What follows belongs to an exercise in optimizing a design on an open flow for small area and a short achievable clock period; a production flow would make more cautious choices.
The RTL was checked by simulation tests, not by an equivalence proof against the original design.
Power is estimated from default activity; no workload was simulated.

`design/flow/design.v`:
```
`default_nettype none
package exec_pkg;
    localparam int XLEN = 32;
    typedef logic [XLEN-1:0] xlen_t;
    localparam logic [6:0] OPC_OP     = 7'b0110011;
    localparam logic [6:0] OPC_OP_IMM = 7'b0010011;
    localparam logic [6:0] OPC_LUI    = 7'b0110111;
    localparam logic [6:0] OPC_AUIPC  = 7'b0010111;
    localparam logic [6:0] OPC_BRANCH = 7'b1100011;
    localparam logic [6:0] OPC_JAL    = 7'b1101111;
    localparam logic [6:0] OPC_JALR   = 7'b1100111;
endpackage
`default_nettype wire
`default_nettype none
module ex_issue (
    input  logic        clk,
    input  logic        rst_n,
    input  logic        flush,
    input  logic        in_valid,
    input  logic [6:0]  in_opcode,
    input  logic [4:0]  in_rd,
    input  logic [2:0]  in_funct3,
    input  logic [6:0]  in_funct7,
    input  logic [31:0] in_imm,
    input  logic [31:0] in_pc,
    input  logic [31:0] in_rs1_val,
    input  logic [31:0] in_rs2_val,
    output logic        iss_valid,
    output logic [31:0] iss_a,
    output logic [31:0] iss_b,
    output logic [31:0] iss_pc,
    output logic [4:0]  iss_rd,
    output logic        iss_add,
    output logic        iss_sub,
    output logic        iss_sll,
    output logic        iss_sr,
    output logic        iss_cmp,
    output logic        iss_mod,
    output logic        iss_lx,
    output logic        iss_la,
    output logic        iss_link,
    output logic        iss_br,
    output logic        iss_eq,
    output logic        iss_lt,
    output logic        iss_beq,
    output logic        iss_blt,
    output logic        iss_binv
);
    logic is_op, is_opimm, is_lui, is_auipc, is_br, is_jal, is_jalr, is_alu;
    logic eq, lt;
    logic [2:0] f3;
    logic [6:2] op;
    logic p_alu, p_op, sub, sel_pc, sel_sh, sel_rs1;
    logic [31:0] rs1_rev;
    logic        sh_fill;
    logic [1:0]  shamt;
    logic [31:0] sh_src, sh16, sh8;
    assign f3       = in_funct3;
    assign is_op    = (in_opcode == exec_pkg::OPC_OP);
    assign is_opimm = (in_opcode == exec_pkg::OPC_OP_IMM);
    assign is_lui   = (in_opcode == exec_pkg::OPC_LUI);
    assign is_auipc = (in_opcode == exec_pkg::OPC_AUIPC);
    assign is_br    = (in_opcode == exec_pkg::OPC_BRANCH);
    assign is_jal   = (in_opcode == exec_pkg::OPC_JAL);
    assign is_jalr  = (in_opcode == exec_pkg::OPC_JALR);
    assign is_alu   = is_op | is_opimm;
    assign op      = in_opcode[6:2];
    assign p_alu   = !op[6] & !op[2];
    assign p_op    = p_alu & op[5];
    assign sub     = p_alu & ((!f3[2] & f3[1]) |
                              ((f3 == 3'b000) & op[5] & in_funct7[5]));
    assign sel_pc  = op[6] ? (op[3] | !op[2]) : (!op[5] & op[2]);
    assign sel_sh  = p_alu & (f3[1:0] == 2'b01);
    assign sel_rs1 = (p_alu & (f3[1:0] != 2'b01)) | (op[6] & !op[3] & op[2]);
    always_comb begin
        for (int i = 0; i < 32; i++) begin
            rs1_rev[i] = in_rs1_val[31-i];
        end
    end
    assign shamt   = p_op ? in_rs2_val[4:3] : in_imm[4:3];
    assign sh_fill = f3[2] & in_funct7[5] & in_rs1_val[31];
    assign sh_src  = (f3[2] ? in_rs1_val : rs1_rev);
    assign sh16    = shamt[1] ? {{16{sh_fill}}, sh_src[31:16]} : sh_src;
    assign sh8     = shamt[0] ? {{8{sh_fill}}, sh16[31:8]} : sh16;
    branch_unit i_branch (
        .rs1    (in_rs1_val),
        .rs2    (in_rs2_val),
        .uns    (f3[1]),
        .eq     (eq),
        .lt     (lt)
    );
    always_ff @(posedge clk or negedge rst_n) begin
        if (!rst_n) begin
            iss_valid <= 1'b0;
        end else begin
            iss_valid <= in_valid && !flush;
        end
    end
    always_ff @(posedge clk) begin
        iss_a    <= ({32{sel_pc}} & in_pc) | ({32{sel_sh}} & sh8) |
                    ({32{sel_rs1}} & in_rs1_val);
        iss_b    <= (p_op ? in_rs2_val : in_imm) ^ {32{sub}};
        iss_pc   <= in_pc;
        iss_rd   <= in_rd;
        iss_add  <= (is_alu & (f3 == 3'b000)) | is_lui | is_auipc;
        iss_sub  <= sub;
        iss_sll  <= is_alu & (f3 == 3'b001);
        iss_sr   <= is_alu & (f3 == 3'b101);
        iss_cmp  <= is_alu & (f3[2:1] == 2'b01);
        iss_mod  <= f3[2] ? in_funct7[5] : (f3[1] & f3[0]);
        iss_lx   <= is_alu & f3[2] & !f3[0];
        iss_la   <= is_alu & f3[2] & f3[1];
        iss_link <= is_jal | is_jalr;
        iss_br   <= is_br;
        iss_eq   <= eq;
        iss_lt   <= lt;
        iss_beq  <= is_br & (f3[2:1] == 2'b00);
        iss_blt  <= is_br & f3[2];
        iss_binv <= f3[0];
    end
endmodule
`default_nettype wire
`default_nettype none
module int_alu (
    input  logic [31:0] a,
    input  logic [31:0] b,
    input  logic [31:0] pc,
    input  logic        op_add,
    input  logic        op_sub,
    input  logic        op_sll,
    input  logic        op_sr,
    input  logic        op_cmp,
    input  logic        op_mod,
    input  logic        op_lx,
    input  logic        op_la,
    input  logic        op_link,
    input  logic        op_br,
    output logic [31:0] rd_val,
    output logic [31:0] jump_pc
);
    logic [31:0] sum;
    logic        cout;
    logic        lt;
    logic [31:0] sh_out;
    logic [31:0] sh_rev;
    logic        fill;
    logic [31:0] link;
    add32 i_add (
        .a    (a),
        .b    (b),
        .cin  (op_sub),
        .s    (sum),
        .cout (cout)
    );
    assign lt = op_mod ? !cout : ((a[31] ^ !b[31]) ? a[31] : sum[31]);
    assign fill   = op_mod & a[31];
    assign sh_out = 32'($signed({fill, a}) >>> b[2:0]);
    always_comb begin
        for (int i = 0; i < 32; i++) begin
            sh_rev[i] = sh_out[31-i];
        end
    end
    inc30 i_inc (
        .a (pc[31:2]),
        .s (link[31:2])
    );
    assign link[1:0] = pc[1:0];
    assign rd_val = ({32{op_add}} & sum) |
                    ({32{op_sr}} & sh_out) |
                    ({32{op_sll}} & sh_rev) |
                    {31'd0, op_cmp & lt} |
                    ({32{op_lx}} & (a ^ b)) |
                    ({32{op_la}} & (a & b)) |
                    ({32{op_link}} & link);
    assign jump_pc = ({32{op_br}} & sum) |
                     ({32{op_link}} & {sum[31:1], 1'b0});
endmodule
module add32(input [31:0] a, b, input cin, output [31:0] s, output cout);
  logic [31:0] p0, G;
  always_comb begin
    logic [31:0] g, p;
    g = a & b; p = a ^ b;
    p0 = p;
    g[0] = g[0] | (p[0] & cin);
    for (int l = 1; l < 32; l = l*2)
      for (int i = 0; i < 32; i++)
        if ((i / l) % 2 == 1) begin
          g[i] = g[i] | (p[i] & g[(i/l)*l - 1]);
          p[i] = p[i] & p[(i/l)*l - 1];
        end
    G = g;
  end
  assign s[0] = p0[0] ^ cin;
  for (genvar i = 1; i < 32; i++) assign s[i] = p0[i] ^ G[i-1];
  assign cout = G[31];
endmodule
module inc30 (
    input  logic [29:0] a,
    output logic [29:0] s
);
    logic [29:0] t;    
    always_comb begin
        t = a;
        for (int l = 1; l < 30; l = l * 2) begin
            for (int i = 29; i >= l; i--) begin
                if ((i / l) % 2 == 1) begin
                    t[i] = t[i] & t[(i / l) * l - 1];
                end
            end
        end
    end
    assign s = a ^ {t[28:0], 1'b1};
endmodule
`default_nettype wire
`default_nettype none
module branch_unit (
    input  logic [31:0] rs1,
    input  logic [31:0] rs2,
    input  logic        uns,
    output logic        eq,
    output logic        lt
);
    logic [30:0] gt_b;    
    logic [30:0] lt_b;    
    logic        lt_lo;   
    logic        eq_lo;
    logic        sd;      
    assign gt_b = rs1[30:0] & ~rs2[30:0];
    assign lt_b = ~rs1[30:0] & rs2[30:0];
    always_comb begin
        logic [31:0] l, e;
        for (int i = 0; i < 31; i++) begin
            l[i] = lt_b[i];
            e[i] = !(gt_b[i] | lt_b[i]);
        end
        l[31] = 1'b0;
        e[31] = 1'b1;
        for (int w = 1; w < 32; w = w * 2) begin
            for (int i = 0; i < 32; i += 2 * w) begin
                l[i] = l[i + w] | (e[i + w] & l[i]);
                e[i] = e[i + w] & e[i];
            end
        end
        lt_lo = l[0];
        eq_lo = e[0];
    end
    assign sd = rs1[31] ^ rs2[31];
    assign eq = eq_lo & !sd;
    assign lt = sd ? (uns ? rs2[31] : rs1[31]) : lt_lo;
endmodule
`default_nettype wire
`default_nettype none
module ex_result (
    input  logic        clk,
    input  logic        rst_n,
    input  logic        flush,
    input  logic        iss_valid,
    input  logic [4:0]  rd,
    input  logic        rd_we,
    input  logic [31:0] rd_val,
    input  logic [31:0] pc,
    input  logic        jump,
    input  logic [31:0] jump_pc,
    input  logic        illegal,
    output logic        out_valid,
    output logic [4:0]  out_rd,
    output logic        out_rd_we,
    output logic [31:0] out_rd_val,
    output logic [31:0] out_pc,
    output logic        out_jump,
    output logic [31:0] out_jump_pc,
    output logic        out_illegal
);
    always_ff @(posedge clk or negedge rst_n) begin
        if (!rst_n) begin
            out_valid <= 1'b0;
        end else begin
            out_valid <= iss_valid && !flush;
        end
    end
    always_ff @(posedge clk) begin
        out_rd      <= rd;
        out_rd_we   <= rd_we;
        out_rd_val  <= rd_val;
        out_pc      <= pc;
        out_jump    <= jump;
        out_jump_pc <= jump_pc;
        out_illegal <= illegal;
    end
endmodule
`default_nettype wire
`default_nettype none
module ex_top (
    input  logic        clk,
    input  logic        rst_n,
    input  logic        flush,
    input  logic        in_valid,
    input  logic [6:0]  in_opcode,
    input  logic [4:0]  in_rd,
    input  logic [2:0]  in_funct3,
    input  logic [6:0]  in_funct7,
    input  logic [31:0] in_imm,
    input  logic [31:0] in_pc,
    input  logic [31:0] in_rs1_val,
    input  logic [31:0] in_rs2_val,
    output logic        out_valid,
    output logic [4:0]  out_rd,
    output logic        out_rd_we,
    output logic [31:0] out_rd_val,
    output logic [31:0] out_pc,
    output logic        out_jump,
    output logic [31:0] out_jump_pc,
    output logic        out_illegal
);
    logic        iss_valid;
    logic [31:0] iss_a, iss_b, iss_pc;
    logic [4:0]  iss_rd;
    logic        iss_add, iss_sub, iss_sll, iss_sr, iss_cmp, iss_mod;
    logic        iss_lx, iss_la, iss_link, iss_br;
    logic        iss_eq, iss_lt, iss_beq, iss_blt, iss_binv;
    logic        jump;
    logic [31:0] rd_val, jump_pc;
    logic        illegal, rd_we;
    ex_issue i_issue (
        .clk        (clk),
        .rst_n      (rst_n),
        .flush      (flush),
        .in_valid   (in_valid),
        .in_opcode  (in_opcode),
        .in_rd      (in_rd),
        .in_funct3  (in_funct3),
        .in_funct7  (in_funct7),
        .in_imm     (in_imm),
        .in_pc      (in_pc),
        .in_rs1_val (in_rs1_val),
        .in_rs2_val (in_rs2_val),
        .iss_valid  (iss_valid),
        .iss_a      (iss_a),
        .iss_b      (iss_b),
        .iss_pc     (iss_pc),
        .iss_rd     (iss_rd),
        .iss_add    (iss_add),
        .iss_sub    (iss_sub),
        .iss_sll    (iss_sll),
        .iss_sr     (iss_sr),
        .iss_cmp    (iss_cmp),
        .iss_mod    (iss_mod),
        .iss_lx     (iss_lx),
        .iss_la     (iss_la),
        .iss_link   (iss_link),
        .iss_br     (iss_br),
        .iss_eq     (iss_eq),
        .iss_lt     (iss_lt),
        .iss_beq    (iss_beq),
        .iss_blt    (iss_blt),
        .iss_binv   (iss_binv)
    );
    int_alu i_alu (
        .a       (iss_a),
        .b       (iss_b),
        .pc      (iss_pc),
        .op_add  (iss_add),
        .op_sub  (iss_sub),
        .op_sll  (iss_sll),
        .op_sr   (iss_sr),
        .op_cmp  (iss_cmp),
        .op_mod  (iss_mod),
        .op_lx   (iss_lx),
        .op_la   (iss_la),
        .op_link (iss_link),
        .op_br   (iss_br),
        .rd_val  (rd_val),
        .jump_pc (jump_pc)
    );
    assign illegal = !(iss_add | iss_sll | iss_sr | iss_cmp | iss_lx | iss_la |
                       iss_link | iss_br);
    assign jump    = iss_link |
                     (((iss_beq & iss_eq) | (iss_blt & iss_lt)) ^ (iss_binv & (iss_beq | iss_blt)));
    assign rd_we   = !illegal && !iss_br && (iss_rd != 5'd0);
    ex_result i_result (
        .clk         (clk),
        .rst_n       (rst_n),
        .flush       (flush),
        .iss_valid   (iss_valid),
        .rd          (iss_rd),
        .rd_we       (rd_we),
        .rd_val      (rd_val),
        .pc          (iss_pc),
        .jump        (jump),
        .jump_pc     (jump_pc),
        .illegal     (illegal),
        .out_valid   (out_valid),
        .out_rd      (out_rd),
        .out_rd_we   (out_rd_we),
        .out_rd_val  (out_rd_val),
        .out_pc      (out_pc),
        .out_jump    (out_jump),
        .out_jump_pc (out_jump_pc),
        .out_illegal (out_illegal)
    );
endmodule
`default_nettype wire
`default_nettype none
module ex_stage (
    input  logic        clk,
    input  logic        rst_n,
    input  logic        flush,
    input  logic        in_valid,
    input  logic [6:0]  in_opcode,
    input  logic [4:0]  in_rd,
    input  logic [2:0]  in_funct3,
    input  logic [6:0]  in_funct7,
    input  logic [31:0] in_imm,
    input  logic [31:0] in_pc,
    input  logic [31:0] in_rs1_val,
    input  logic [31:0] in_rs2_val,
    output logic        out_valid,
    output logic [4:0]  out_rd,
    output logic        out_rd_we,
    output logic [31:0] out_rd_val,
    output logic [31:0] out_pc,
    output logic        out_jump,
    output logic [31:0] out_jump_pc,
    output logic        out_illegal
);
    ex_top i_ex_top (
        .clk         (clk),
        .rst_n       (rst_n),
        .flush       (flush),
        .in_valid    (in_valid),
        .in_opcode   (in_opcode),
        .in_rd       (in_rd),
        .in_funct3   (in_funct3),
        .in_funct7   (in_funct7),
        .in_imm      (in_imm),
        .in_pc       (in_pc),
        .in_rs1_val  (in_rs1_val),
        .in_rs2_val  (in_rs2_val),
        .out_valid   (out_valid),
        .out_rd      (out_rd),
        .out_rd_we   (out_rd_we),
        .out_rd_val  (out_rd_val),
        .out_pc      (out_pc),
        .out_jump    (out_jump),
        .out_jump_pc (out_jump_pc),
        .out_illegal (out_illegal)
    );
endmodule
`default_nettype wire
```
`design/flow/flow/run.sh`:
```
#!/bin/bash
# ORFS's synthesis as synth_recipe.tcl runs it, except that the full/half
# adder extraction is skipped and ABC maps with flow/abc.script; then the
# standard layout with plain buf_1 cells as port buffers.
set -euo pipefail
W=$PWD
{
  cat <<EOT
proc extract_fa {args} {}
proc abc {args} {
  set i [lsearch -exact \$args -script]
  lset args [expr {\$i + 1}] $W/flow/abc.script
  yosys abc {*}\$args
}
EOT
  cat synth_recipe.tcl
} > synth_custom.tcl
bash standard.sh SYNTH_SCRIPT=$W/synth_custom.tcl synth > synth.log 2>&1
CTS_ARGS="-sink_clustering_enable -repair_clock_nets -buf_list sky130_fd_sc_hd__clkbuf_16 -sink_clustering_size 24 -sink_clustering_max_diameter 120 -dont_use_dummy_load" BUFFER_PORTS_ARGS="-buffer_cell sky130_fd_sc_hd__buf_1" bash standard.sh finish > layout.log 2>&1
```
`design/flow/flow/abc.script`:
```
strash
dch
map -B 0.9
topo
stime -c
buffer -c
upsize -c
dnsize -c
```
`design/flow/standard.sh`:
```
#!/bin/bash
# synth_recipe.tcl (not shown) runs the flow's synth.tcl, then flattens the netlist and writes it again
# the make line also repeats each setting of config.mk as NAME=value (left out here)
make -C /OpenROAD-flow-scripts/flow DESIGN_CONFIG=/design/flow/config.mk WORK_HOME=/design/flow/orfs CLKGATE_MAP_FILE= SYNTH_SCRIPT=/design/flow/synth_recipe.tcl "${@:-finish}"
```
`design/flow/config.mk`:
```
export PLATFORM = sky130hd
export DESIGN_NAME = ex_stage
export DESIGN_NICKNAME = ex_stage
export VERILOG_FILES = /design/flow/design.v
export SDC_FILE = /design/flow/constraint.sdc
export NUM_CORES = 4
export LEC_CHECK = 0
export CAP_MARGIN = 20
export CORE_MARGIN = 2
export CORE_UTILIZATION = 45
export SETUP_SLACK_MARGIN = 2.65
export SLEW_MARGIN = 20
```
`design/flow/constraint.sdc`:
```
create_clock -name core_clock -period 5.0 [get_ports {clk}]
set_input_delay 1.0000 -clock core_clock [delete_from_list [all_inputs] [get_ports {clk}]]
set_output_delay 1.0000 -clock core_clock [all_outputs]
set_load 0.01 [all_outputs]
```
==> results.ini, run 1 <==
[clocking]
cts_num_sinks=222
ctsHoldBuffers=0
h-tree-depth=1
cts_buffers=13
clockBufferDepth=3
clkSlewWorstSetupHoldPaths_ps=110
clk_latency_ps=510
cts_tree=built
cts_root_buffer=clkbuf_16

[cells_and_area]
layout_common_cells=nand2_1 (489), buf_1 (250), dfxtp_1 (216)
drive_gt1_share_pct=7.05
nNetsFinal=2200
area_growth_pct=15.6
num_antenna_cells=0
instances_no_fill=2385
final-seq-area_mm2=0.00446
nFillCells=2803
multi_input_area_mm2=0.00678
final_common_cell=nand2_1
fin_util_pct=52.6

[setup_path]
end_kind=register
r2r_start=i_ex_top.i_issue.iss_pc[2]
rr_worst_depth=12
critPathArrivalTime_ps=2700
path_class=input port to register
startpoint=in_funct3[1]
start_kind=input port
required_ps=5410
crit_fanout=24

[synth]
yosysSeqAreaShare_pct=36.6
synth_area_mm2=0.0122
synth_edf_count=0
synth_nets=1973
syn_area_per_cell_um2=6.68
ys_types=56
synth_ff_type=dfxtp_1
synthArstFlopShare_pct=0.901
synthCells=1819
yosysWarnings=6
yosys_register_bits=222

[outcome]
status=no timing/DRC/antenna violations

[route]
dr.pass1.iters=5
drtIter0Drc=1350
wl_per_cell_um=18.6
drt.antenna.violating_nets=0
via_per_inst=5.40
routed_wl_mm=44.4
vias=12900
drcViolationCount=0

[power]
clock_power_share_pct=24.9
peakVddDrop_mv=0.169
cellInternalPower_mw=2.71
p_sw_share_pct=35.1
powerDensity_mw_per_mm2=297
p_seq_share_pct=47.7
p_switching_mw=1.46
combinationalPowerShare_pct=27.5
leakagePower_nw=6.23

[worst_hold_path]
min_path_type=input port to asynchronous set/reset pin

[sta]
finalSetupViolations=0
worstMarginPinSlew_ps=1030
finalSetupTns_ps=0
period_share_pct=45.8
period_needed_ps=2290
hold-worst-slack_ps=269
final-hold-violation-count=0
slew_viol_final=0
relSlewSlack_pct=31.1
rsz0062_at_grt=yes
fmax_mhz=437
finClkSkew_ps=62.6

[floorplan]
core_area_mm2=0.0267
pin_count=259
chipWidth_um=168
initial_core_util_pct=45.5
num_rows=60
die-area_mm2=0.0283
die_height_um=168

[global_routing]
overflow=0
grt.total_usage_pct=30.5
grt_pass1_vias=11600
antenna_found_initial=1
grt_max_degree=54
grt_pass1_wl_mm=66.6

[run]
cap_violations=0

[place]
port_buffers=252
place.gp.congestion=0.968
hpwl_mm=34.9
dp.cells=2353

==> cell families after synthesis <==
| family | after synthesis | synth area share [%] |
|---|---|---|
| flops | 222 | 36.6 |
| mux | 9 | 0.741 |
| compound gates | 337 | 17.1 |
| simple gates | 932 | 32.8 |
| buf+inv | 262 | 8.56 |
| xor+xnor | 57 | 4.23 |
==> critical path: stages <==
cell and delay [ps]:
buf_1 230, nor2_1 120, o21ai_2 420, inv_1 510, o211ai_1 400
==> metrics by stage <==
step                      total power, mW  cell area [um^2]  worst slack (ps)
after floorplan                      2.75             12200              2670
after global placement               3.10             13300              1480
after detailed placement             3.10             13300              1470
after CTS                            4.15             13900              2650
after global routing                 4.40             14100              2580
final                                4.18             14100              2710
==> cell type report <==
type	count	area share [%]
Clock buffer	13	2.31
Inverter	186	5.12
Multi-Input combinational cell	1337	48.2
Sequential cell	222	31.7
Tap cell	341	3.04
Timing Repair Buffer	284	9.48
Timing Repair inverter	2	0.0801
==> synthesized netlist by cell type, types with 6 or more instances <==
library cell / instances / share of area, %
nand2_1: 490 / 15
dfxtp_1: 220 / 36
nor2_1: 212 / 6.5
inv_1: 168 / 5.2
nand3_1: 144 / 5.9
o21ai_0: 123 / 5.1
a21oi_1: 57 / 2.3
o211ai_1: 56 / 3.5
xor2_1: 48 / 3.5
clkbuf_1: 40 / 1.2
buf_2: 23 / 0.95
nor3_1: 19 / 0.78
inv_2: 16 / 0.49
o21ai_1: 15 / 0.62
o22ai_1: 14 / 0.72
a211oi_1: 13 / 0.80
a22oi_1: 12 / 0.74
or2_2: 12 / 0.62
a31oi_1: 10 / 0.51
buf_1: 9 / 0.28
mux2i_1: 9 / 0.74
nor2_2: 9 / 0.46
a221o_1: 8 / 0.66
a221oi_1: 7 / 0.50
nand3_2: 7 / 0.58
nand4_1: 7 / 0.36
xnor2_1: 7 / 0.50
nand2_2: 6 / 0.31
==> metal layers <==
| metal | part of all wire (%) | track usage, % | wire length [um] |
|---|---|---|---|
| met1 | 46 | 44.8 | 20600 |
| met2 | 44 | 48.6 | 19600 |
| met3 | 7.7 | 3.31 | 3430 |
| met4 | 1.7 | 6.26 | 773 |
| met5 | 0.023 | 0 | 10 |
==> what timing repair did <==
item                                    in CTS  in global routing
endpoints found under the setup margin     120                 93
buffers inserted                             8                  4
gates resized for setup                     21                 31
pin swaps                                    2                  5
cloned                                       5                  2
==> worst paths after layout <==
kind | slack (ps) | endpoint
setup / recovery | 2710 | i_ex_top.i_issue.iss_a[23]
max in group asynchronous | 4610 | i_ex_top.i_result.out_valid
hold / removal | 270 | i_ex_top.i_issue.iss_valid
setup reg to reg | 2800 | i_ex_top.i_result.out_rd_val[28]
hold reg to reg | 350 | i_ex_top.i_result.out_rd[2]
min in group core_clock | 350 | i_ex_top.i_result.out_rd[2]
==> power groups by stage <==
stage / clock, mW / sequential (mW) / combinational, mW
final: 1.04 / 1.99 / 1.15
after global routing: 1.12 / 2.00 / 1.28
after CTS: 1.06 / 1.98 / 1.11
after detailed placement: 0 / 2.02 / 1.08
after global placement: 0 / 2.03 / 1.07
after floorplan: 0 / 1.98 / 0.773
==> flip-flops by register name (all words and copies together), names as in the netlist, 5 cells and up <==
register	flops
i_ex_top.i_result.out_rd_val	32
i_ex_top.i_result.out_rd	5
i_ex_top.i_result.out_jump_pc	32
i_ex_top.i_issue.iss_b	32
i_ex_top.i_issue.iss_a	32
i_ex_top.i_result.out_pc	32
i_ex_top.i_issue.iss_pc	32
i_ex_top.i_issue.iss_rd	5
==> run 2: changes to the inputs <==
--- a/design/flow/config.mk
+++ b/design/flow/config.mk
@@ -8,5 +8,5 @@
 export CAP_MARGIN = 20
 export CORE_MARGIN = 2
 export CORE_UTILIZATION = 45
-export SETUP_SLACK_MARGIN = 2.65
+export SETUP_SLACK_MARGIN = 2.8
 export SLEW_MARGIN = 20
==> run 2 against run 1 <==
Non-clock buffer count up 16. Sequential share of layout area down 0.90 points. Via count up 1.8%. Critical path depth up 8. Register-to-register slack better by 80 ps. Die area unchanged. Largest power group unchanged.
==> results.ini, run 2 <==
[outcome]
status=no timing/DRC/antenna violations

[place]
dp.cells=2353  ; unchanged
port_buffers=252  ; unchanged
place.gp.congestion=0.945  ; -2.4%
hpwl_mm=35.2  ; +0.82%

[setup_path]
crit_buf_inv=7  ; +5
crit_path_end=i_ex_top.i_issue.iss_a[2]
start_kind=input port
end_kind=register
crit_fanout=12  ; -50%
r2r_start=i_ex_top.i_issue.iss_pc[16]
critPathArrivalTime_ps=2590  ; -110 ps
crit_cells=13  ; +8
critPathTopFamily=buffers and inverters
required_ps=5410  ; about the same
cpPeakStageDelay_ps=200  ; -310 ps
r2r_setup_slack_ps=2880  ; +80 ps
slowest_stage=o21ai_4
crit_path_cell_trace=buf_2, nor2_4, clkinv_4, nor2_8, buf_6, inv_2, o21ai_4, buf_12, buf_4, inv_4, nand2_1, nand3_1, o211ai_1
startpoint=in_opcode[2]
timing.rr.end=i_ex_top.i_result.out_rd_val[19]
path_class=input port to register
rr_worst_depth=11  ; -1

[synth]
ys_types=56  ; unchanged
syn_area_per_cell_um2=6.68  ; unchanged
synth_area_leader_cell=dfxtp_1
synth_ff_type=dfxtp_1
synth_common_cells=nand2_1 (490), dfxtp_1 (220), nor2_1 (212)
synthArstFlopShare_pct=0.901  ; unchanged
yosys_register_bits=222  ; unchanged
synth.area.top_cells=dfxtp_1 (36%), nand2_1 (15%), nor2_1 (6.5%)
synth_top_area_share_pct=36.2  ; unchanged
synth_nets=1973  ; unchanged
yosysSeqAreaShare_pct=36.6  ; unchanged
yosysWarnings=6  ; unchanged
synth_edf_count=0  ; unchanged
yosysMostFrequentCell=nand2_1
synth_area_mm2=0.0122  ; unchanged
synthCells=1819  ; unchanged

[floorplan]
initial_core_util_pct=45.5  ; unchanged
pin_count=259  ; unchanged
die_height_um=168  ; unchanged
core_area_mm2=0.0267  ; unchanged
chipWidth_um=168  ; unchanged
die-area_mm2=0.0283  ; unchanged
num_rows=60  ; unchanged

[clocking]
cts_buffers=13  ; unchanged
h-tree-depth=1  ; unchanged
ctsHoldBuffers=0  ; unchanged
cts_root_buffer=clkbuf_16
clockBufferDepth=3  ; unchanged
cts_tree=built
clkSlewWorstSetupHoldPaths_ps=90  ; -20 ps
clk_latency_ps=490  ; -20 ps
cts_num_sinks=222  ; unchanged

[cells_and_area]
nFillCells=2757  ; -1.6%
layout_common_cells=nand2_1 (482), buf_1 (246), dfxtp_1 (210)
final_common_cell=nand2_1
instances_no_fill=2407  ; +0.92%
nNetsFinal=2222  ; +1.0%
drive_gt1_share_pct=10.4  ; +3.3 points
fin_util_pct=54.3  ; +1.7 points
area_growth_pct=19.4
num_antenna_cells=0  ; unchanged

[power]
clock_power_share_pct=24.2  ; -0.7 points
powerDensity_mw_per_mm2=294  ; -1.2%
combinationalPowerShare_pct=29.0  ; +1.5 points
power.total_mw=4.26  ; +2.0%
cellInternalPower_mw=2.75  ; +1.4%
p_seq_share_pct=46.8  ; -0.9 points
p_switching_mw=1.51  ; +3.2%
leakagePower_nw=6.38  ; +2.5%
p_sw_share_pct=35.5  ; +0.41 points
peakVddDrop_mv=0.174  ; +2.8%

[route]
dr.pass1.iters=7  ; +2
drt.antenna.violating_nets=0  ; unchanged
drtIter0Drc=1365  ; +1.1%
vias=13100  ; +1.8%
wl_per_cell_um=19.4  ; +4.5%
drcViolationCount=0  ; unchanged
routed_wl_mm=46.8  ; +5.4%
via_per_inst=5.45  ; +0.83%

[sta]
relSlewSlack_pct=50.0  ; +19 points
worstMarginPinSlew_ps=731  ; -302 ps
period_needed_ps=2180  ; -106 ps
finalSetupViolations=0  ; unchanged
final-hold-violation-count=0  ; unchanged
finalSetupTns_ps=0  ; unchanged
rsz0062_at_grt=yes
period_share_pct=43.7  ; -2.1 points
slew_viol_final=0  ; unchanged
finClkSkew_ps=39.9  ; -22.7 ps
fmax_mhz=458  ; +4.8%

[run]
cap_violations=0  ; unchanged

[worst_hold_path]
min_path_type=input port to asynchronous set/reset pin

[global_routing]
antenna_found_initial=0  ; -1
overflow=0  ; unchanged
grt.total_usage_pct=30.8  ; +0.30 points
grt_max_degree=53  ; -1.9%
grt_pass1_vias=11700  ; +0.76%
grt_pass1_wl_mm=67.0  ; +0.65%

## run 2: timing repair
| item | in CTS | in global routing |
|---|---|---|
| gates cloned | 6 | 9 |
| pin swaps | 4 | 16 |
| setup buffers | 12 | 14 |
| resized for setup | 41 | 71 |
| setup endpoints to repair | 113 | 108 |
## run 2: worst reg2reg max path, stage by stage (launching register included)
cell and delay, ps:
dfxtp_1 460, inv_1 110, nor3_2 270, nand2_1 140, nor2_4 170, buf_4 140, clkbuf_16 130, nand2_1 80
xor2_1 160, nor2_1 230, nor2_1 100, nand2_1 70
## run 2: power by group through the flow
stage | clock network, mW | logic, mW | registers (mW)
6_report | 1.03 | 1.24 | 1.99
5_1_grt | 1.11 | 1.36 | 2.00
4_1_cts | 1.05 | 1.13 | 1.98
3_5_place_dp | 0 | 1.09 | 2.02
3_3_place_gp | 0 | 1.08 | 2.02
2_1_floorplan | 0 | 0.784 | 1.98
## run 2: cells by family after synthesis
kind of cell / share of synthesized area, %
flip-flops: 36.6
AO/OA/AOI/OAI: 17.1
buffers and inverters: 8.56
AND/OR/NAND/NOR: 32.8
XOR/XNOR: 4.23
multiplexers: 0.741
## run 2: final cells by class
cell class	instances	area, um^2	area share, %
tap	341	427	2.94
timing repair inverter	5	36.3	0.250
sequential	222	4480	30.8
inverter	186	741	5.10
multi-input combinational	1340	7000	48.3
clock buffer	13	325	2.24
timing repair buffer	300	1500	10.4
## run 2: worst min path at each step
stage | start | endpoint | slack (ps)
6_report | rst_n | i_ex_top.i_issue.iss_valid | 280
5_1_grt | rst_n | i_ex_top.i_issue.iss_valid | 260
4_1_cts | rst_n | i_ex_top.i_issue.iss_valid | 270
3_5_place_dp | i_ex_top.i_issue.iss_rd[1] | i_ex_top.i_result.out_rd[1] | 340
3_3_place_gp | i_ex_top.i_issue.iss_rd[1] | i_ex_top.i_result.out_rd[1] | 330
2_1_floorplan | i_ex_top.i_issue.iss_pc[28] | i_ex_top.i_result.out_pc[28] | 330
## run 2: metrics by stage
| stage | hold WS, ps | cell area, um^2 | setup slack (ps) |
|---|---|---|---|
| global placement | 335 | 13400 | 1390 |
| finish | 279 | 14500 | 2820 |
| global route | 261 | 14500 | 2770 |
| CTS | 266 | 14000 | 2800 |
| detailed placement | 339 | 13400 | 1400 |
| floorplan | 331 | 12200 | 2730 |
## run 2: metal layers
metal	share of wire, %	global-route usage, %	vias up
met2	44	48.2	606
met1	46	44.5	5966
met3	7.4	4.11	95
met5	0	0	-
met4	3.1	8.81	0
li1	-	-	6442
==> run 3: changes to the inputs <==
--- a/design/flow/flow/run.sh
+++ b/design/flow/flow/run.sh
@@ -1,7 +1,8 @@
 #!/bin/bash
-# ORFS's synthesis as synth_recipe.tcl runs it, except that the full/half
-# adder extraction is skipped and ABC maps with flow/abc.script; then the
-# standard layout with plain buf_1 cells as port buffers.
+# ORFS's synthesis as synth_recipe.tcl runs it (same registers), except that
+# the full/half adder extraction is skipped and ABC maps with
+# flow/abc.script; then the standard layout, with plain buf_1 cells as port
+# buffers and clock tree clusters of up to 24 sinks under clkbuf_16 cells.
 set -euo pipefail
 W=$PWD
 {
--- a/design/flow/config.mk
+++ b/design/flow/config.mk
@@ -8,5 +8,6 @@
 export CAP_MARGIN = 20
 export CORE_MARGIN = 2
 export CORE_UTILIZATION = 45
+export PLACE_DENSITY = 0.72
 export SETUP_SLACK_MARGIN = 2.8
 export SLEW_MARGIN = 20
==> run 3 against run 2 <==
Setup slack worse by 23 ps. Combinational power about the same. Cell area is 0.53% higher. Register-to-register slack worse by 20 ps. Power is 0.57% higher. Synthesized area is the same. Critical path type unchanged. Highest routed layer unchanged. Global-route usage increased by 0.22 points. Sequential share of layout area shrank 0.20 points. Clock skew grew 9.1 ps.
==> results.ini, run 3 <==
[cells_and_area]
area_growth_pct=20.0
drive_gt1_share_pct=10.8  ; +0.43 points
layout_common_cells=nand2_1 (485), buf_1 (248), dfxtp_1 (213)
num_antenna_cells=0  ; unchanged
final_common_cell=nand2_1
multi_input_area_mm2=0.00708  ; +1.0%
fin_util_pct=54.6  ; +0.29 points
nNetsFinal=2223  ; +0.045%
design_area_mm2=0.0146  ; +0.53%
nFillCells=2721  ; -1.3%
final-seq-area_mm2=0.00447  ; -0.14%

[sta]
fmax_mhz=453  ; -1.0%
final-hold-violation-count=0  ; unchanged
period_share_pct=44.1  ; +0.46 points
rsz0062_at_grt=yes
finalSetupViolations=0  ; unchanged
finClkSkew_ps=49.0  ; +9.10 ps
relSlewSlack_pct=45.0  ; -5.1 points
slew_viol_final=0  ; unchanged
period_needed_ps=2210  ; +23.2 ps
worstMarginPinSlew_ps=817  ; +86.4 ps
finalSetupTns_ps=0  ; unchanged

[power]
p_sw_share_pct=35.6  ; +0.12 points
powerDensity_mw_per_mm2=294  ; about the same
clock_power_share_pct=23.9  ; -0.3 points
p_switching_mw=1.52  ; +0.90%
combinationalPowerShare_pct=29.5  ; +0.5 points
leakagePower_nw=6.35  ; -0.41%
p_seq_share_pct=46.5  ; -0.3 points
cellInternalPower_mw=2.76  ; +0.38%
peakVddDrop_mv=0.197  ; +13%
power.total_mw=4.28  ; +0.57%

[worst_hold_path]
min_path_type=input port to asynchronous set/reset pin

[clocking]
clockBufferDepth=3  ; unchanged
h-tree-depth=1  ; unchanged
clkSlewWorstSetupHoldPaths_ps=80  ; about the same
cts_num_sinks=222  ; unchanged
clk_latency_ps=500  ; about the same
cts_root_buffer=clkbuf_16
ctsHoldBuffers=0  ; unchanged
cts_buffers=13  ; unchanged
cts_tree=built

[global_routing]
grt_pass1_vias=12000  ; +3.2%
grt.total_usage_pct=31.1  ; +0.22 points
overflow=0  ; unchanged
grt_max_degree=55  ; +3.8%
grt_pass1_wl_mm=68.2  ; +1.7%
antenna_found_initial=0  ; unchanged

[route]
wl_per_cell_um=19.4  ; -0.43%
routed_wl_mm=46.6  ; -0.39%
drtIter0Drc=1475  ; +8.1%
vias=13400  ; +2.4%
drt.antenna.violating_nets=0  ; unchanged
via_per_inst=5.58  ; +2.4%
drcViolationCount=0  ; unchanged
dr.pass1.iters=8  ; +1

[synth]
ys_types=56  ; unchanged
yosys_register_bits=222  ; unchanged
synthCells=1819  ; unchanged
yosysWarnings=6  ; unchanged
synth_top_area_share_pct=36.2  ; unchanged
yosysSeqAreaShare_pct=36.6  ; unchanged
synth_ff_type=dfxtp_1
synth_nets=1973  ; unchanged
synth.area.top_cells=dfxtp_1 (36%), nand2_1 (15%), nor2_1 (6.5%)
synth_common_cells=nand2_1 (490), dfxtp_1 (220), nor2_1 (212)
syn_area_per_cell_um2=6.68  ; unchanged
synth_area_leader_cell=dfxtp_1
synth_edf_count=0  ; unchanged
synth_area_mm2=0.0122  ; unchanged
synthArstFlopShare_pct=0.901  ; unchanged
yosysMostFrequentCell=nand2_1

[floorplan]
die_height_um=168  ; unchanged
pin_count=259  ; unchanged
initial_core_util_pct=45.5  ; unchanged
num_rows=60  ; unchanged
chipWidth_um=168  ; unchanged
die-area_mm2=0.0283  ; unchanged
core_area_mm2=0.0267  ; unchanged

[setup_path]
startpoint=in_opcode[6]
path_class=input port to register
crit_path_cell_trace=buf_2, nor2_4, clkinv_4, nor2_8, nand2_2, o21ai_4, buf_12, inv_8, a211oi_1, a21oi_2, nand2_1, nand3_1, o211ai_1
start_kind=input port
crit_buf_inv=4  ; -3
critPathArrivalTime_ps=2580  ; about the same
critPathTopFamily=simple AND/OR/NAND/NOR gates
slowest_stage=a211oi_1
end_kind=register
required_ps=5370  ; -40 ps
cpPeakStageDelay_ps=240  ; +40 ps
r2r_start=i_ex_top.i_issue.iss_a[14]
crit_fanout=21  ; +9

[place]
hpwl_mm=34.7  ; -1.4%
place.gp.congestion=0.958  ; +1.4%
port_buffers=252  ; unchanged
placed_area_mm2=0.0134  ; about the same

[run]
cap_violations=0  ; unchanged

[outcome]
status=no timing/DRC/antenna violations

[run 3: cell counts after synthesis]
Identical to the previous run, type by type.
[run 3: area by class of cell]
cell class | count | area share, %
Clock buffer | 13 | 2.23
Inverter | 186 | 5.12
Multi-Input combinational cell | 1340 | 48.5
Sequential cell | 222 | 30.6
Tap cell | 341 | 2.92
Timing Repair Buffer | 301 | 10.3
Timing Repair inverter | 5 | 0.240
[run 3: worst paths after layout]
kind / to / slack [ps] / depth (start not counted)
worst max-delay path: i_ex_top.i_issue.iss_a[5] / 2790 / 13
worst min-delay path: i_ex_top.i_issue.iss_valid / 270 / 1
worst max register to register: i_ex_top.i_result.out_rd_val[17] / 2860 / 13
worst min register to register: i_ex_top.i_result.out_pc[1] / 320 / 0
max in group asynchronous: i_ex_top.i_result.out_valid / 4610 / 1
min in group core_clock: i_ex_top.i_result.out_pc[1] / 320 / 0
[run 3: repair_timing]
action,CTS,global route
endpoints found under the setup margin,118,112
buffers inserted,14,14
pin swaps,4,15
gates cloned,7,7
gates resized for setup,35,104
[run 3: cells by family (layout without fill, tap and decap cells)]
logic type | Yosys count | in the layout | synth area share, %
simple gates | 932 | 937 | 32.8
compound gates | 337 | 337 | 17.1
buf+inv | 262 | 505 | 8.56
flops | 222 | 222 | 36.6
xor+xnor | 57 | 57 | 4.23
mux | 9 | 9 | 0.741
[run 3: metrics by stage]
stage | hold slack, ps | std cells | worst slack, ps
final | 272 | 2408 | 2790
after CTS | 262 | 2387 | 2780
after global placement | 335 | 2353 | 1460
after detailed placement | 337 | 2353 | 1420
after floorplan | 331 | 1819 | 2730
after global routing | 264 | 2408 | 2750
[run 3: power groups by stage]
stage               sequential [mW]  clock, mW  combinational (mW)
floorplan                      1.98          0               0.784
global placement               2.02          0                1.08
detailed placement             2.02          0                1.09
CTS                            1.98       1.05                1.13
global route                   2.00       1.11                1.39
finish                         1.99       1.02                1.27
[run 3: worst reg2reg max path: cells and delay by family, from the launching register on]
kind,cells,cell delay [ps]
simple gates,9,920
flops,1,430
compound gates,2,440
buf+inv,2,230
[run 3: layer usage]
| metal | share of wire (%) | global-route usage, % |
|---|---|---|
| met1 | 42 | 43.6 |
| met2 | 44 | 48.7 |
| met3 | 9.3 | 4.21 |
| met4 | 4.4 | 11.5 |
| met5 | 0 | 0 |
==> run 4: changes to the inputs <==
--- a/design/flow/config.mk
+++ b/design/flow/config.mk
@@ -7,7 +7,6 @@
 export LEC_CHECK = 0
 export CAP_MARGIN = 20
 export CORE_MARGIN = 2
-export CORE_UTILIZATION = 45
-export PLACE_DENSITY = 0.72
+export CORE_UTILIZATION = 55
 export SETUP_SLACK_MARGIN = 2.8
 export SLEW_MARGIN = 20
==> run 4 against run 3 <==
Global-route usage rose by 4.9 points. Synthesized cell count did not move. Power fell by 0.49%. Critical endpoint is now i_ex_top.i_issue.iss_a[0]. Fmax rose by 1.5%. Highest routed layer unchanged. Clock skew fell by 32 ps. Setup slack improved by 33 ps. Cell area fell by 0.46%. Sequential share of layout area rose by 0.17 points. Sequential power barely moved. Die area fell by 18%. Sequential cell count did not move. Register-to-register slack barely moved.
==> results.ini, run 4 <==
[outcome]
status=no timing/DRC/antenna violations

[route]
drtIter0Drc=1543  ; +4.6%
wl_per_cell_um=19.1  ; -1.5%
vias=13700  ; +1.9%
routed_wl_mm=44.9  ; -3.7%
drcViolationCount=0  ; unchanged
dr.pass1.iters=6  ; -2
drt.antenna.violating_nets=0  ; unchanged
via_per_inst=5.82  ; +4.3%

[global_routing]
grt_max_degree=55  ; unchanged
met1_usage_pct=50.2  ; +6.5 points
antenna_found_initial=0  ; unchanged
grt_busiest_layer=met2
grt.total_usage_pct=35.9  ; +4.9 points
overflow=0  ; unchanged
grt_pass1_vias=12000  ; -0.71%
use_met2_pct=58.1  ; +9.5 points
grt_pass1_wl_mm=66.0  ; -3.2%
use_met3_pct=4.52  ; +0.31 points

[synth]
yosysMostFrequentCell=nand2_1
synthArstFlopShare_pct=0.901  ; unchanged
synth_area_mm2=0.0122  ; unchanged
ys_types=56  ; unchanged
synthCells=1819  ; unchanged
synth_ff_type=dfxtp_1
synth.area.top_cells=dfxtp_1 (36%), nand2_1 (15%), nor2_1 (6.5%)
yosys_register_bits=222  ; unchanged
synth_common_cells=nand2_1 (490), dfxtp_1 (220), nor2_1 (212)
synth_area_leader_cell=dfxtp_1
synth_nets=1973  ; unchanged
yosysWarnings=6  ; unchanged
yosysSeqAreaShare_pct=36.6  ; unchanged
synth_edf_count=0  ; unchanged
syn_area_per_cell_um2=6.68  ; unchanged
synth_top_area_share_pct=36.2  ; unchanged

[setup_path]
slowest_stage=o21ai_4
timing.rr.end=i_ex_top.i_result.out_rd_val[9]
path_common_cell=nand3_1
end_kind=register
path_class=input port to register
cpPeakStageDelay_ps=230  ; about the same
r2r_start=i_ex_top.i_issue.iss_a[7]
start_kind=input port
required_ps=5360  ; about the same
crit_path_cell_trace=buf_8, nor2_4, clkinv_4, nor2_8, buf_12, inv_4, o21ai_4, buf_4, clkbuf_16, nand3_1, nand3_1, o211ai_1
critPathArrivalTime_ps=2530  ; -50 ps
rr_worst_depth=9  ; -4
crit_fanout=16  ; -24%
r2r_setup_slack_ps=2870  ; about the same

[cells_and_area]
num_antenna_cells=0  ; unchanged
fin_util_pct=66.7  ; +12 points
final_common_cell=nand2_1
drive_gt1_share_pct=10.8  ; +0.012 points
design_area_mm2=0.0145  ; -0.46%
nNetsFinal=2230  ; +0.31%
area_growth_pct=19.5
layout_common_cells=nand2_1 (486), buf_1 (246), dfxtp_1 (212)

[floorplan]
core_area_mm2=0.0218  ; -19%
num_rows=54  ; -10%
die_height_um=153  ; -9.3%
die-area_mm2=0.0233  ; -18%
initial_core_util_pct=55.9  ; +10 points
pin_count=259  ; unchanged
chipWidth_um=153  ; -9.3%

[sta]
finalSetupTns_ps=0  ; unchanged
finClkSkew_ps=17.2  ; -31.8 ps
period_share_pct=43.5  ; -0.66 points
finalSetupViolations=0  ; unchanged
final-hold-violation-count=0  ; unchanged
rsz0062_at_grt=yes
worst_slack_ps=2830  ; +33.0 ps
slew_viol_final=0  ; unchanged
period_needed_ps=2170  ; -33.0 ps
fmax_mhz=460  ; +1.5%
relSlewSlack_pct=45.0  ; +0.092 points
worstMarginPinSlew_ps=816  ; -1.36 ps
hold-worst-slack_ps=293  ; +21.1 ps

[power]
powerDensity_mw_per_mm2=294  ; about the same
leakagePower_nw=6.41  ; +0.81%
peakVddDrop_mv=0.203  ; +3.3%

[worst_hold_path]
min_path_type=input port to asynchronous set/reset pin

[place]
place.gp.congestion=0.983  ; +2.6%
hpwl_mm=33.4  ; -3.9%
pre_cts_ws_ps=1500  ; +84.2 ps
port_buffers=252  ; unchanged
placed_area_mm2=0.0133  ; -0.74%

[clocking]
cts_tree=built
cts_num_sinks=222  ; unchanged
clkSlewWorstSetupHoldPaths_ps=90  ; about the same
h-tree-depth=1  ; unchanged
clk_latency_ps=480  ; -20 ps
cts_root_buffer=clkbuf_16
ctsHoldBuffers=0  ; unchanged
cts_buffers=13  ; unchanged
clockBufferDepth=3  ; unchanged

[run]
cap_violations=0  ; unchanged

==> run 4: cell counts after synthesis <==
No cell type changed its count.
==> run 4: through the flow <==
stage,power (mW),instances
finish,4.26,2354
global route,4.45,2354
CTS,4.13,2326
detailed placement,3.11,2289
global placement,3.09,2289
floorplan,2.76,1819
==> run 4: report_power, final <==
group / internal [mW] / total (mW) / switching, mW
registers: 1.87 / 1.99 / 0.119
logic: 0.410 / 1.25 / 0.841
clock network: 0.467 / 1.02 / 0.554
total: 2.75 / 4.26 / 1.51
==> run 4: kinds of logic after synthesis <==
kind of cell / Yosys count / share of synthesized area (%)
simple gates: 932 / 32.8
xor+xnor: 57 / 4.23
flops: 222 / 36.6
compound gates: 337 / 17.1
mux: 9 / 0.741
buf+inv: 262 / 8.56
==> run 4: repair_timing <==
item / 4_1_cts / 5_1_grt
pin swaps: 5 / 13
endpoints found under the setup margin: 127 / 94
gates resized for setup: 47 / 94
cloned: 7 / 6
buffers inserted: 17 / 22
==> run 4: final cells by class <==
class                           instances  area [um^2]
Clock buffer                           13          325
Fill cell                            1991         7230
Inverter                              186          751
Multi-Input combinational cell       1339         7030
Sequential cell                       222         4470
Tap cell                              280          350
Timing Repair Buffer                  309         1560
Timing Repair inverter                  5         37.5
==> run 4: critical path, delay by kind of cell <==
family                 cells  cell delay, ps
AOI/OAI and AO/OA          2             320
and+or+nand+nor            4             480
buffers and inverters      6             710
==> run 4: worst max path at each step <==
stage	slack, ps	cells past startpoint	start	to
after global routing	2760	12	i_ex_top.i_issue.iss_b[0]	i_ex_top.i_result.out_rd_val[25]
after floorplan	2730	10	in_opcode[6]	i_ex_top.i_issue.iss_a[25]
after detailed placement	1500	12	in_opcode[6]	i_ex_top.i_issue.iss_a[14]
after CTS	2800	11	i_ex_top.i_issue.iss_b[0]	i_ex_top.i_result.out_rd_val[15]
after global placement	1540	10	in_opcode[6]	i_ex_top.i_issue.iss_a[29]
final	2830	12	in_opcode[2]	i_ex_top.i_issue.iss_a[0]
==> run 4: layer usage <==
layer	vias up	wire length (um)
met3	122	4750
met2	859	19900
met4	0	1790
li1	6466	-
met5	-	0
met1	6242	18500
==> run 5: changes to the inputs <==
--- a/design/flow/config.mk
+++ b/design/flow/config.mk
@@ -7,6 +7,7 @@
 export LEC_CHECK = 0
 export CAP_MARGIN = 20
 export CORE_MARGIN = 2
-export CORE_UTILIZATION = 55
+export CORE_UTILIZATION = 45
 export SETUP_SLACK_MARGIN = 2.8
 export SLEW_MARGIN = 20
+export TNS_END_PERCENT = 20
==> run 5 against run 4 <==
Still clean. Global-route usage is 4.9 points lower. Non-clock buffer count is 1 higher. Synthesized cell count is the same. Via count decreased by 4.1%. Die area increased by 22%. Power is 0.89% higher. Critical endpoint is now i_ex_top.i_issue.iss_a[7].
==> results.ini, run 5 <==
[outcome]
status=no timing/DRC/antenna violations

[floorplan]
chipWidth_um=168  ; +10%
die-area_mm2=0.0283  ; +22%
pin_count=259  ; unchanged
num_rows=60  ; +11%
initial_core_util_pct=45.5  ; -10 points
core_area_mm2=0.0267  ; +23%
die_height_um=168  ; +10%

[cells_and_area]
fin_util_pct=54.9  ; -12 points
drive_gt1_share_pct=10.7  ; -0.096 points
design_area_mm2=0.0147  ; +1.1%
final_common_cell=nand2_1
nNetsFinal=2230  ; unchanged
nFillCells=2774  ; +39%
area_growth_pct=20.7
layout_common_cells=nand2_1 (483), buf_1 (249), dfxtp_1 (211)

[clocking]
cts_buffers=13  ; unchanged
clk_latency_ps=500  ; +20 ps
cts_tree=built
clockBufferDepth=3  ; unchanged
h-tree-depth=1  ; unchanged
clkSlewWorstSetupHoldPaths_ps=90  ; about the same
cts_num_sinks=222  ; unchanged
cts_root_buffer=clkbuf_16

[sta]
worstMarginPinSlew_ps=827  ; +10.9 ps
hold-worst-slack_ps=265  ; -28.0 ps
period_share_pct=46.0  ; +2.6 points
finClkSkew_ps=54.1  ; +36.8 ps
relSlewSlack_pct=44.3  ; -0.73 points
final-hold-violation-count=0  ; unchanged
finalSetupTns_ps=0  ; unchanged
period_needed_ps=2300  ; +128 ps
worst_slack_ps=2700  ; -128 ps
fmax_mhz=435  ; -5.6%
rsz0062_at_grt=yes
finalSetupViolations=0  ; unchanged
slew_viol_final=0  ; unchanged

[synth]
synth_xor_area_share_pct=4.23  ; unchanged
yosysSeqAreaShare_pct=36.6  ; unchanged
synth_edf_count=0  ; unchanged
synth_common_cells=nand2_1 (490), dfxtp_1 (220), nor2_1 (212)
yosysMostFrequentCell=nand2_1
synth_area_mm2=0.0122  ; unchanged
synthCells=1819  ; unchanged
yosys_register_bits=222  ; unchanged
synth_ff_type=dfxtp_1
synth-simple-area-share_pct=32.8  ; unchanged
synth_nets=1973  ; unchanged
synth.area.top_cells=dfxtp_1 (36%), nand2_1 (15%), nor2_1 (6.5%)
synth_top_area_share_pct=36.2  ; unchanged
yosys.area_share.adder_pct=0  ; unchanged
synth_top_family_by_area=simple AND/OR/NAND/NOR gates
yosysWarnings=6  ; unchanged
syn_area_per_cell_um2=6.68  ; unchanged
synth_compound_area_share_pct=17.1  ; unchanged
muxShareOfSynthArea_pct=0.741  ; unchanged
synth_area_leader_cell=dfxtp_1
ys_types=56  ; unchanged
synthArstFlopShare_pct=0.901  ; unchanged

[route]
drt.antenna.violating_nets=0  ; unchanged
routed_wl_mm=46.6  ; +3.7%
wl_per_cell_um=19.3  ; +1.0%
drcViolationCount=0  ; unchanged
via_per_inst=5.44  ; -6.5%
drtIter0Drc=1216  ; -21%
dr.pass1.iters=6  ; unchanged
vias=13100  ; -4.1%

[global_routing]
overflow=0  ; unchanged
grt_pass1_wl_mm=67.3  ; +2.0%
grt_max_degree=53  ; -3.6%
grt.total_usage_pct=31.0  ; -4.9 points
antenna_found_initial=0  ; unchanged
grt_pass1_vias=11700  ; -2.5%

[power]
peakVddDrop_mv=0.192  ; -5.4%
powerDensity_mw_per_mm2=293  ; -0.16%
leakagePower_nw=6.43  ; +0.38%

[setup_path]
crit_fanout=52  ; +36
end_kind=register
timing.rr.end=i_ex_top.i_result.out_rd_val[31]
critPathTopFamily=compound AO/OA/AOI/OAI gates
slowest_stage=o21ai_0
critPathArrivalTime_ps=2720  ; +190 ps
crit_buf_inv=2  ; -4
r2r_setup_slack_ps=2860  ; about the same
crit_path_cell_trace=clkbuf_2, buf_6, o21ai_0, a21oi_1, nand2_1, nand3_2, o211ai_1
required_ps=5420  ; +60 ps
r2r_start=i_ex_top.i_issue.iss_b[2]
rr_worst_depth=17  ; +8
path_class=input port to register
start_kind=input port
cpPeakStageDelay_ps=710  ; +480 ps

[place]
hpwl_mm=35.2  ; +5.4%
place.gp.congestion=0.931  ; -5.3%
port_buffers=252  ; unchanged
placed_area_mm2=0.0134  ; +0.86%
pre_cts_ws_ps=1520  ; +17.8 ps

[run]
cap_violations=0  ; unchanged

[worst_hold_path]
min_path_type=input port to asynchronous set/reset pin

[run 5: cell counts after synthesis]
Identical to the previous run, type by type.
[run 5: kinds of logic (layout without fill, tap and decap cells)]
logic type / count (synthesis) / after routing
other: 0 / 1
multiplexers: 9 / 9
AND/OR/NAND/NOR: 932 / 934
buffers and inverters: 262 / 515
XOR/XNOR: 57 / 57
AO/OA/AOI/OAI: 337 / 337
flip-flops: 222 / 222
[run 5: stage by stage]
stage / cells / power (mW)
floorplan: 1819 / 2.76
global placement: 2355 / 3.11
detailed placement: 2355 / 3.11
CTS: 2389 / 4.19
global route: 2415 / 4.51
finish: 2416 / 4.30
[run 5: worst reg2reg max path: stages, from the launching register on]
cell        delay, ps
dfxtp_4           370
buf_12            120
clkinvlp_4        130
buf_12            160
nand2_1            60
nand2_2            70
nor2_2            110
nand2_2            80
nand2_4            90
nand2_4            80
nand2_8           100
nand2_8           100
nand2_8           150
nand2_1           100
nand2_1            70
nand2_1            60
nand3_1            80
nand3_1           100
[run 5: worst max-delay path by stage]
stage	start	slack, ps	cells past startpoint	endpoint
6_report	in_funct3[2]	2700	7	i_ex_top.i_issue.iss_a[7]
5_1_grt	in_rs1_val[15]	2700	12	i_ex_top.i_issue.iss_lt
4_1_cts	i_ex_top.i_issue.iss_b[0]	2770	7	i_ex_top.i_result.out_rd_val[4]
3_5_place_dp	in_opcode[6]	1520	13	i_ex_top.i_issue.iss_a[22]
3_3_place_gp	in_opcode[6]	1540	13	i_ex_top.i_issue.iss_a[15]
2_1_floorplan	in_opcode[6]	2730	10	i_ex_top.i_issue.iss_a[25]
[run 5: routing by layer]
layer | vias to the layer above | track usage (%) | wire (um)
met5 | - | 0 | 0
met4 | 0 | 9.03 | 1620
met3 | 94 | 2.70 | 3360
met2 | 598 | 49.7 | 20400
met1 | 5981 | 44.6 | 21200
li1 | 6461 | - | -
[run 5: area by class of cell]
class,instances,area (um^2),share of cell area (%)
antenna,1,2.50,0.0171
clock buffer,13,325,2.22
inverter,186,747,5.09
multi-input combinational,1337,7010,47.8
sequential,222,4480,30.5
tap,341,427,2.91
timing repair buffer,310,1630,11.1
timing repair inverter,6,51.3,0.350
[run 5: where the power goes]
part,internal (mW),switching [mW]
clock network,0.467,0.566
registers,1.87,0.123
logic,0.431,0.842
total,2.77,1.53
[run 5: timing repair]
action,in CTS,in global routing
hold buffers,0,0
setup buffers,13,20
gates cloned,8,6
endpoints found under the setup margin,120,110
gates resized for setup,41,75
pin swaps,3,15
==> run 6: changes to the inputs <==
--- a/design/flow/config.mk
+++ b/design/flow/config.mk
@@ -8,6 +8,5 @@
 export CAP_MARGIN = 20
 export CORE_MARGIN = 2
 export CORE_UTILIZATION = 45
-export SETUP_SLACK_MARGIN = 2.8
+export SETUP_SLACK_MARGIN = 2.9
 export SLEW_MARGIN = 20
-export TNS_END_PERCENT = 20
==> run 6 against run 5 <==
Combinational power about the same. Via count increased by 1.6%. Register-to-register slack improved by 70 ps. Non-clock buffer count increased by 14. First-iteration DRC count increased by 13%. Sequential cell count unchanged. Cell area increased by 2.3%. Wire length increased by 0.15%.
==> results.ini, run 6 <==
[route]
wl_per_cell_um=19.2  ; -0.50%
drt.antenna.violating_nets=0  ; unchanged
drtIter0Drc=1375  ; +13%
routed_wl_mm=46.6  ; +0.15%
via_per_inst=5.49  ; +0.92%
dr.pass1.iters=6  ; unchanged
drcViolationCount=0  ; unchanged
vias=13300  ; +1.6%

[synth]
yosysSeqAreaShare_pct=36.6  ; unchanged
yosysMostFrequentCell=nand2_1
synthArstFlopShare_pct=0.901  ; unchanged
synth_ff_type=dfxtp_1
yosys.area_share.adder_pct=0  ; unchanged
synth_nets=1973  ; unchanged
yosysWarnings=6  ; unchanged
yosys_register_bits=222  ; unchanged
synth_area_mm2=0.0122  ; unchanged
synth_xor_area_share_pct=4.23  ; unchanged
synth-simple-area-share_pct=32.8  ; unchanged
synth_edf_count=0  ; unchanged
ys_types=56  ; unchanged
synth_compound_area_share_pct=17.1  ; unchanged
synth_top_family_by_area=simple AND/OR/NAND/NOR gates
muxShareOfSynthArea_pct=0.741  ; unchanged
synth_area_leader_cell=dfxtp_1
synth_common_cells=nand2_1 (490), dfxtp_1 (220), nor2_1 (212)
synth_top_area_share_pct=36.2  ; unchanged
syn_area_per_cell_um2=6.68  ; unchanged
synth.area.top_cells=dfxtp_1 (36%), nand2_1 (15%), nor2_1 (6.5%)
synthCells=1819  ; unchanged

[worst_hold_path]
min_path_type=input port to asynchronous set/reset pin

[power]
p_sw_share_pct=35.7  ; +0.12 points
p_switching_mw=1.55  ; +1.1%
combinationalPowerShare_pct=30.1  ; +0.5 points
cellInternalPower_mw=2.79  ; +0.59%
leakagePower_nw=6.57  ; +2.1%
powerDensity_mw_per_mm2=289  ; -1.5%
clock_power_share_pct=23.8  ; -0.2 points
peakVddDrop_mv=0.176  ; -8.4%
power.total_mw=4.33  ; +0.77%
p_seq_share_pct=46.1  ; -0.3 points

[setup_path]
required_ps=5390  ; -30 ps
end_kind=register
startpoint=in_opcode[5]
path_class=input port to register
crit_fanout=22  ; -58%
crit_path_cell_trace=buf_2, clkinvlp_4, nor2_8, nand2_2, o21ai_4, buf_12, inv_12, a211oi_2, a21oi_1, nand2_1, nand3_1, o211ai_1
start_kind=input port
r2r_start=i_ex_top.i_issue.iss_pc[2]
slowest_stage=a211oi_2
cpPeakStageDelay_ps=240  ; -470 ps
crit_buf_inv=4  ; +2
critPathTopFamily=buffers and inverters
critPathArrivalTime_ps=2530  ; -190 ps

[run]
cap_violations=0  ; unchanged

[clocking]
cts_buffers=13  ; unchanged
clockBufferDepth=3  ; unchanged
cts_root_buffer=clkbuf_16
cts_tree=built
cts_num_sinks=222  ; unchanged
h-tree-depth=1  ; unchanged
ctsHoldBuffers=0  ; unchanged
clkSlewWorstSetupHoldPaths_ps=90  ; about the same
clk_latency_ps=500  ; about the same

[sta]
finalSetupViolations=0  ; unchanged
fmax_mhz=467  ; +7.5%
slew_viol_final=0  ; unchanged
hold-worst-slack_ps=267  ; +2.33 ps
period_needed_ps=2140  ; -160 ps
finalSetupTns_ps=0  ; unchanged
final-hold-violation-count=0  ; unchanged
period_share_pct=42.8  ; -3.2 points
worstMarginPinSlew_ps=668  ; -158 ps
finClkSkew_ps=49.0  ; -5.07 ps
relSlewSlack_pct=55.0  ; +11 points
rsz0062_at_grt=yes
worst_slack_ps=2860  ; +160 ps

[global_routing]
grt.total_usage_pct=30.7  ; -0.32 points
overflow=0  ; unchanged
grt_max_degree=53  ; unchanged
grt_pass1_wl_mm=66.8  ; -0.78%
grt_pass1_vias=11600  ; -0.12%
antenna_found_initial=0  ; unchanged

[floorplan]
core_area_mm2=0.0267  ; unchanged
die-area_mm2=0.0283  ; unchanged
num_rows=60  ; unchanged
initial_core_util_pct=45.5  ; unchanged
die_height_um=168  ; unchanged
pin_count=259  ; unchanged
chipWidth_um=168  ; unchanged

[place]
dp.cells=2351  ; -0.17%
placed_area_mm2=0.0134  ; -0.15%
pre_cts_ws_ps=1440  ; -84.1 ps
hpwl_mm=34.6  ; -1.7%
port_buffers=252  ; unchanged
place.gp.congestion=0.976  ; +4.8%

[cells_and_area]
instances_no_fill=2432  ; +0.66%
final_common_cell=nand2_1
layout_common_cells=nand2_1 (480), buf_1 (246), dfxtp_1 (204)
num_antenna_cells=0  ; -1
design_area_mm2=0.0150  ; +2.3%
area_growth_pct=23.5
nNetsFinal=2247  ; +0.76%
fin_util_pct=56.2  ; +1.3 points
nFillCells=2664  ; -4.0%
drive_gt1_share_pct=13.9  ; +3.2 points

[outcome]
status=no timing/DRC/antenna violations

run 6: layer usage:
metal	part of all wire [%]	GRT usage [%]	vias to the layer above
met2	44	48.4	655
met5	0	0	-
met1	43	43.4	6087
met4	3.6	9.22	0
li1	-	-	6497
met3	8.8	4.75	103
run 6: worst paths after layout:
path	endpoint	slack, ps	depth (start not counted)
max in group asynchronous	i_ex_top.i_issue.iss_valid	4610	1
min reg2reg	i_ex_top.i_result.out_pc[0]	350	0
min in group core_clock	i_ex_top.i_result.out_pc[0]	350	0
max reg2reg	i_ex_top.i_result.out_rd_val[26]	2930	13
max	i_ex_top.i_issue.iss_a[15]	2860	12
min	i_ex_top.i_result.out_valid	270	1
run 6: area by class of cell:
class	count	area (um^2)	share of cell area, %
Timing Repair Buffer	324	1720	11.4
Tap cell	341	427	2.84
Inverter	186	752	5.01
Sequential cell	222	4480	29.9
Timing Repair inverter	5	35.0	0.233
Clock buffer	13	325	2.17
Multi-Input combinational cell	1341	7280	48.5
run 6: power by group through the flow:
stage,Sequential [mW],Clock (mW),Combinational [mW]
2_1_floorplan,1.98,0,0.787
3_3_place_gp,2.03,0,1.08
3_5_place_dp,2.03,0,1.08
4_1_cts,1.99,1.05,1.15
5_1_grt,2.01,1.10,1.43
6_report,2.00,1.03,1.30
run 6: what timing repair did:
item,in CTS,in global routing
setup endpoints to repair,122,98
buffers inserted,20,32
endpoints found under the hold margin,0,0
gates cloned,9,7
pin swaps,12,37
resized for setup,64,136
run 6: cell families (layout without fill, tap and decap cells):
family,Yosys count,after routing
DFF,222,222
xor gates and xnor gates,57,57
buffers and inverters,262,528
muxes,9,9
and+or+nand+nor,932,938
AOI/OAI and AO/OA,337,337
run 6: worst register-to-register path, stage by stage, from the launching register on:
cell and delay [ps]:
dfxtp_4 390, nand2_2 50, inv_2 90, nand3_4 80, nor2_4 190, nand3_4 120
nor2_4 150, buf_6 130, clkbuf_16 140, nand2_4 50, xor2_2 120, nor2_2 70
a211oi_2 270, nand2_1 80
==> run 7: changes to the inputs <==
==> design/flow/config.mk (replaced) <==
export PLATFORM = sky130hd
export DESIGN_NAME = ex_stage
export DESIGN_NICKNAME = ex_stage
export VERILOG_FILES = /design/flow/design.v
export SDC_FILE = /design/flow/constraint.sdc
export NUM_CORES = 4
export LEC_CHECK = 0
export CAP_MARGIN = 5
export CORE_MARGIN = 2
export CORE_UTILIZATION = 45
export SETUP_SLACK_MARGIN = 2.8
export SLEW_MARGIN = 5
==> run 7 against run 6 <==
Wire length up 0.40%. Synthesized area is the same. Non-clock buffer count shrank 24. Cell area down 3.4%. Power is 1.7% lower. Largest cell class unchanged. Sequential share of layout area grew 0.99 points. Largest power group unchanged. Clock power barely moved. Still clean. Clock skew shrank 9.1 ps.
==> results.ini, run 7 <==
[outcome]
status=no timing/DRC/antenna violations

[sta]
period_needed_ps=2180  ; +42.2 ps
worst_slack_ps=2820  ; -42.2 ps
fmax_mhz=458  ; -1.9%
hold-worst-slack_ps=279  ; +11.5 ps
worstMarginPinSlew_ps=731  ; +62.3 ps
period_share_pct=43.7  ; +0.84 points

[place]
dp.cells=2353  ; +0.085%
place.gp.congestion=0.945  ; -3.2%
hpwl_mm=35.2  ; +1.8%
pre_cts_ws_ps=1400  ; -32.9 ps
placed_area_mm2=0.0134  ; about the same

[synth]
synth_top_area_share_pct=36.2  ; unchanged
synthCells=1819  ; unchanged
synth_common_cells=nand2_1 (490), dfxtp_1 (220), nor2_1 (212)
synth_nets=1973  ; unchanged
synthArstFlopShare_pct=0.901  ; unchanged
ys_types=56  ; unchanged
yosysSeqAreaShare_pct=36.6  ; unchanged
synth_ff_type=dfxtp_1
synth_edf_count=0  ; unchanged
synth.area.top_cells=dfxtp_1 (36%), nand2_1 (15%), nor2_1 (6.5%)
muxShareOfSynthArea_pct=0.741  ; unchanged
yosysMostFrequentCell=nand2_1
yosysWarnings=6  ; unchanged
synth_top_family_by_area=simple AND/OR/NAND/NOR gates
synth_xor_area_share_pct=4.23  ; unchanged
synth_area_mm2=0.0122  ; unchanged

[floorplan]
pin_count=259  ; unchanged
initial_core_util_pct=45.5  ; unchanged
die-area_mm2=0.0283  ; unchanged
core_area_mm2=0.0267  ; unchanged

[clocking]
clkSlewWorstSetupHoldPaths_ps=90  ; about the same
clk_latency_ps=490  ; about the same
cts_buffers=13  ; unchanged

[cells_and_area]
drive_gt1_share_pct=10.4  ; -3.5 points
nNetsFinal=2222  ; -1.1%
design_area_mm2=0.0145  ; -3.4%

[global_routing]
use_met3_pct=4.11  ; -0.63 points
overflow=0  ; unchanged
use_met2_pct=48.2  ; -0.25 points
grt_max_degree=53  ; unchanged

[route]
dr.pass1.iters=7  ; +1
drcViolationCount=0  ; unchanged
wl_per_cell_um=19.4  ; +1.4%
routed_wl_mm=46.8  ; +0.40%
drt.antenna.violating_nets=0  ; unchanged

[setup_path]
path_class=input port to register
crit_fanout=12  ; -45%

run 7: cell counts after synthesis:
No cell type changed its count.
run 7: critical path, stage by stage:
cell      delay [ps]
buf_2            130
nor2_4           150
clkinv_4         100
nor2_8           170
buf_6            110
inv_2             30
o21ai_4          200
buf_12           170
buf_4            120
inv_4             70
nand2_1          120
nand3_1           80
o211ai_1         110
run 7: per-layer routing:
layer	vias to the layer above	routed length, um	part of all wire (%)
li1	6442	-	-
met1	5966	21500	46
met2	606	20400	44
met3	95	3480	7.4
met4	0	1460	3.1
met5	-	0	0
run 7: path summary, 6_finish.rpt:
| path | slack (ps) | endpoint | startpoint | cells past startpoint |
|---|---|---|---|---|
| setup reg to reg | 2880 | i_ex_top.i_result.out_rd_val[19] | i_ex_top.i_issue.iss_pc[16] | 11 |
| hold / removal | 280 | i_ex_top.i_issue.iss_valid | rst_n | 1 |
| max in group asynchronous | 4590 | i_ex_top.i_result.out_valid | rst_n | 1 |
| setup / recovery | 2820 | i_ex_top.i_issue.iss_a[2] | in_opcode[2] | 13 |
| min in group core_clock | 350 | i_ex_top.i_result.out_pc[0] | i_ex_top.i_issue.iss_pc[0] | 0 |
| hold reg to reg | 350 | i_ex_top.i_result.out_pc[0] | i_ex_top.i_issue.iss_pc[0] | 0 |
run 7: layout make-up:
class	instances	area, um^2
tap	341	427
timing repair inverter	5	36.3
clock buffer	13	325
fill	2757	12200
inverter	186	741
multi-input combinational	1340	7000
timing repair buffer	300	1500
sequential	222	4480
run 7: power breakdown:
| group | internal (mW) | total (mW) | switching, mW |
|---|---|---|---|
| logic | 0.409 | 1.24 | 0.827 |
| registers | 1.87 | 1.99 | 0.119 |
| clock network | 0.467 | 1.03 | 0.565 |
run 7: cell families after synthesis:
group / count (synthesis)
XOR/XNOR: 57
multiplexers: 9
AO/OA/AOI/OAI: 337
flip-flops: 222
buffers and inverters: 262
AND/OR/NAND/NOR: 932
run 7: repair_timing:
action | CTS | global route
gates resized for setup | 41 | 71
gates cloned | 6 | 9
endpoints found under the hold margin | 0 | 0
endpoints found under the setup margin | 113 | 108
pin swaps | 4 | 16
buffers inserted | 12 | 14
run 7: stage by stage:
stage | utilization, % | total power, mW
6_report | 54.3 | 4.26
5_1_grt | 54.3 | 4.47
4_1_cts | 52.4 | 4.16
3_5_place_dp | 50.0 | 3.11
3_3_place_gp | 50.0 | 3.10
2_1_floorplan | - | 2.76

Check on run 7: ideal ports give 2.817 ns setup slack; a clkbuf_16 on the clock port and buf_2 on the inputs give 2.849 ns; moving port delays by the midpoint clock arrival (0.522 ns) as well gives 2.327 ns.
